Source: an optimization exercise on an open RTL-to-GDS flow (aim: small area, a short achievable clock period and few clock cycles). Production flows keep margins and buffers that such runs may drop.
Only simulation tests tie the RTL to the original design; equivalence was not proved.
Power figures rest on the tool's default switching activity, not on a simulated workload.

==> run P: inputs <==
## nnAccelerator
module nnAccelerator (
	input  logic                 CLOCK1_50,
	input  logic                 resetHidden,
	input  logic                 busWrite,
	input  logic [2:0]           busSel,
	input  logic [1:0]           busNeuron,
	input  logic [8-1:0]   busAddr,
	input  logic [32-1:0]  busWriteData,
	output logic [32-1:0]  busReadData
);
==> flow/config.mk <==
export PLATFORM = sky130hd
export DESIGN_NAME = nnAccelerator
export DESIGN_NICKNAME = nnAccelerator
export VERILOG_FILES = /design/flow/design.v
export SDC_FILE = /design/flow/constraint.sdc
export NUM_CORES = 4
export LEC_CHECK = 0
export CAP_MARGIN = 20
export CORE_MARGIN = 2
export CORE_UTILIZATION = 60
export CTS_BUF_LIST = sky130_fd_sc_hd__clkbuf_8
export CTS_CLUSTER_SIZE = 16
export SLEW_MARGIN = 20
==> flow/constraint.sdc <==
create_clock -name core_clock -period 10.0 [get_ports {CLOCK1_50}]
set_input_delay 2.0000 -clock core_clock [delete_from_list [all_inputs] [get_ports {CLOCK1_50}]]
set_output_delay 2.0000 -clock core_clock [all_outputs]
set_load 0.01 [all_outputs]
standard.sh (not shown) runs the stock make flow with config.mk's settings and CLKGATE_MAP_FILE= SYNTH_SCRIPT=/design/flow/synth_recipe.tcl, a recipe that flattens the netlist after the stock synthesis.
==> flow/flow/run.sh <==
#!/bin/bash
# Standard layout, with timing repair aiming below the clock period by
# SETUP_SLACK_MARGIN (the clock period and constraints are unchanged).
set -euo pipefail
bash standard.sh SETUP_SLACK_MARGIN=6.3 finish > make_finish.log 2>&1
==> inputs of run H, as changes to run P <==
--- a/flow/design.v
+++ b/flow/design.v
@@ -977,124 +977,100 @@
 	assign xExt = {itemX, 1'b0};
 	for (genvar j = 0; j < 8; j++) begin : gBooth
 		assign itemDig[3*j] = xExt[2*j+1] ^ xExt[2*j];
 		assign itemDig[3*j+1] = (xExt[2*j+2] && !xExt[2*j+1] && !xExt[2*j]) ||
 			(!xExt[2*j+2] && xExt[2*j+1] && xExt[2*j]);
 		assign itemDig[3*j+2] = xExt[2*j+2];
 	end
-	logic [15:0] selW1;
-	logic [3:0] selW2;
-	logic [3:0][15:0] itemW;
-	always_comb begin
-		for (int k = 0; k < 16; k++)
-			selW1[k] = !itemLay && itemIdx == 4'(k);
-		for (int k = 0; k < 4; k++)
-			selW2[k] = itemLay && itemIdx[1:0] == 2'(k);
-		for (int n = 0; n < 4; n++) begin
-			itemW[n] = '0;
-			for (int k = 0; k < 16; k++)
-				itemW[n] = itemW[n] | ({16{selW1[k]}} & w1Mem[n*16 + k]);
-			if (n < 3)
-				for (int k = 0; k < 4; k++)
-					itemW[n] = itemW[n] | ({16{selW2[k]}} & w2Mem[n*4 + k]);
-		end
-	end
 	logic r0V;
 	logic r0Lay;
 	logic r0First;
 	logic [23:0] r0Dig;
 	logic [3:0][15:0] r0W;
 	always_ff @(posedge CLOCK1_50) begin
 		if (resetHidden)
 			r0V <= 1'b0;
 		else
 			r0V <= itemV;
 		r0Lay <= itemLay;
 		r0First <= itemFirst;
 		r0Dig <= itemDig;
-		r0W <= itemW;
+		for (int n = 0; n < 4; n++) begin
+			if (n < 3)
+				r0W[n] <= itemLay ? w2Mem[n*4 + int'(itemIdx[1:0])] : w1Mem[n*16 + int'(itemIdx)];
+			else
+				r0W[n] <= w1Mem[n*16 + int'(itemIdx)];
+		end
 	end
 	logic [3:0][31:0] prodS;
 	logic [3:0][31:0] prodC;
 	for (genvar n = 0; n < 4; n++) begin : gLane
 		macArray lane (.dig(r0Dig), .w(r0W[n]), .ps(prodS[n]), .pc(prodC[n]));
 	end
 	logic r1V;
 	logic r1Lay;
+	logic r1First;
 	logic [3:0][31:0] r1S;
 	logic [3:0][31:0] r1C;
-	logic [3:0][31:0] r1Base;
-	logic [3:0][31:0] accH;
-	logic [2:0][31:0] accO;
-	logic [3:0][31:0] laneSum;
-	logic addH;
-	logic addO;
-	logic fwdH;
-	logic fwdO;
-	assign addH = !r0First && !r0Lay;
-	assign addO = !r0First && r0Lay;
-	assign fwdH = addH && r1V && !r1Lay;
-	assign fwdO = addO && r1V && r1Lay;
 	always_ff @(posedge CLOCK1_50) begin
 		if (resetHidden)
 			r1V <= 1'b0;
 		else
 			r1V <= r0V;
 		r1Lay <= r0Lay;
+		r1First <= r0First;
 		r1S <= prodS;
 		r1C <= prodC;
-		for (int n = 0; n < 4; n++) begin
-			if (fwdH || fwdO)
-				r1Base[n] <= laneSum[n];
-			else if (n < 3)
-				r1Base[n] <= ({32{addH}} & accH[n]) | ({32{addO}} & accO[n]);
-			else
-				r1Base[n] <= {32{addH}} & accH[n];
-		end
 	end
+	logic [3:0][31:0] accH;
+	logic [2:0][31:0] accO;
+	logic [3:0][31:0] laneSum;
+	logic [3:0][31:0] nextH;
+	logic [2:0][31:0] nextO;
 	for (genvar n = 0; n < 4; n++) begin : gSum
+		logic [31:0] base;
 		logic [31:0] s3;
 		logic [31:0] c3;
-		assign s3 = r1Base[n] ^ r1S[n] ^ r1C[n];
-		assign c3 = (r1Base[n] & r1S[n]) | (r1Base[n] & r1C[n]) | (r1S[n] & r1C[n]);
+		if (n < 3) begin : gShared
+			assign base = r1First ? 32'd0 : (r1Lay ? accO[n] : accH[n]);
+			assign nextO[n] = (r1V && r1Lay) ? laneSum[n] : accO[n];
+		end else begin : gHiddenOnly
+			assign base = r1First ? 32'd0 : accH[n];
+		end
+		assign s3 = base ^ r1S[n] ^ r1C[n];
+		assign c3 = (base & r1S[n]) | (base & r1C[n]) | (r1S[n] & r1C[n]);
 		assign laneSum[n] = s3 + {c3[30:0], 1'b0};
+		assign nextH[n] = (r1V && !r1Lay) ? laneSum[n] : accH[n];
 	end
 	always_ff @(posedge CLOCK1_50) begin
 		for (int n = 0; n < 4; n++)
 			if (r1V && !r1Lay)
 				accH[n] <= laneSum[n];
 		for (int n = 0; n < 3; n++)
 			if (r1V && r1Lay)
 				accO[n] <= laneSum[n];
 	end
-	logic [31:0] rdEarly;
 	logic [31:0] rd;
-	logic readSum;
-	logic qX;
-	logic qH;
-	logic qY1;
-	logic qY2;
-	logic qSt;
-	logic [15:0] xRd;
-	logic [15:0] hRd;
-	logic [31:0] y1Rd;
-	logic [31:0] y2Rd;
-	assign qX = busSel == 3'd0 && inRange16;
-	assign qH = busSel == 3'd2 && inRange4;
-	assign qY1 = busSel == 3'd4 && inRange4 && doneH;
-	assign qY2 = busSel == 3'd5 && busAddr < 8'd3 && doneO;
-	assign qSt = busSel == 3'd6;
-	assign xRd = xMem[busAddr[3:0]];
-	assign hRd = hMem[busAddr[1:0]];
-	assign y1Rd = accH[busAddr[1:0]];
-	assign y2Rd = busAddr[1] ? accO[2] : accO[busAddr[0]];
-	assign rdEarly = ({32{qX}} & {{16{xRd[15]}}, xRd}) |
-		({32{qH}} & {{16{hRd[15]}}, hRd}) |
-		({32{qY1}} & y1Rd) |
-		({32{qY2}} & y2Rd) |
-		{30'd0, qSt && doneO, qSt && doneH};
-	assign readSum = r1V && (r1Lay ? qY2 : qY1);
-	assign rd = readSum ? laneSum[busAddr[1:0]] : rdEarly;
+	always_comb begin
+		rd = 32'd0;
+		case (busSel)
+			3'd0:
+				if (inRange16)
+					rd = {{16{xMem[busAddr[3:0]][15]}}, xMem[busAddr[3:0]]};
+			3'd2:
+				if (inRange4)
+					rd = {{16{hMem[busAddr[1:0]][15]}}, hMem[busAddr[1:0]]};
+			3'd4:
+				if (inRange4 && doneH)
+					rd = nextH[busAddr[1:0]];
+			3'd5:
+				if (busAddr < 8'd3 && doneO)
+					rd = nextO[busAddr[1:0]];
+			3'd6:
+				rd = {30'd0, doneO, doneH};
+			default: ;
+		endcase
+	end
 	always_ff @(posedge CLOCK1_50)
 		busReadData <= rd;
 endmodule
 `default_nettype wire
==> flow/run.sh (new file) <==
#!/bin/bash
# synth_recipe.tcl (not shown) runs the flow's synth.tcl, then flattens the netlist and writes it again
# the make line also repeats each setting of config.mk as NAME=value (left out here)
make -C /OpenROAD-flow-scripts/flow DESIGN_CONFIG=/design/flow/config.mk WORK_HOME=/design/flow/orfs CLKGATE_MAP_FILE= SYNTH_SCRIPT=/design/flow/synth_recipe.tcl finish
- CORE_UTILIZATION: 60 -> 40
- CTS_BUF_LIST: sky130_fd_sc_hd__clkbuf_8 -> not set
- CTS_CLUSTER_SIZE: 16 -> not set
- SETUP_SLACK_MARGIN: not set -> 5
removed: flow/flow/run.sh
removed: flow/standard.sh
==> notes <==
Cell count: run P is lower than run H (12%). Against run P, the die area of run H is larger by about 46%. In run P the wire length is higher than in run H, by about 5%. Between run H and run P, the lower count of clock-buffer cells in the layout is in run H (gap 143). In critical path depth, run H and run P do not differ. Utilization: run P is higher than run H (24 points). In run P the sequential power is larger than in run H, by about 10%.
Testbench counts of run P, summed over its fixed seeds: cycles 1,856.
Testbench counts of run H, summed over its fixed seeds: cycles 1,856.

==> re-timing with driven ports <==
The flow's constraints put no driver on any port. The routed layouts listed below were extracted and timed again, unchanged, in two steps.
Step 1: set_driving_cell puts a clkbuf_16 on CLOCK1_50 and a buf_2 on each other input, an assumption about the parent block.
Step 2 adds t to the input delays and takes it off the output delays; t is the mean of the earliest and latest rising clock arrival at the registers after step 1. Input paths then give back, and output paths get back, about the clock's delay inside the block.
a / b / c = ideal ports / drivers / drivers and shift; a / b = the first two.
| run | shift t [ns] | setup WS [ns] | clock arrival spread, ns | worst slew at a driven data input, ns |
|---|---|---|---|---|
| run P | 1.164 | 6.202 / 6.202 / 5.121 | 0.103 / 0.103 | 0.16 |
| run H | 0.970 | 4.937 / 4.982 / 4.012 | 0.126 / 0.125 | 0.20 |
After both steps setup and hold are still met in every run listed. For run P, which loses most, drivers alone change the setup slack by 0.000 ns; drivers and shift together by -1.081 ns.
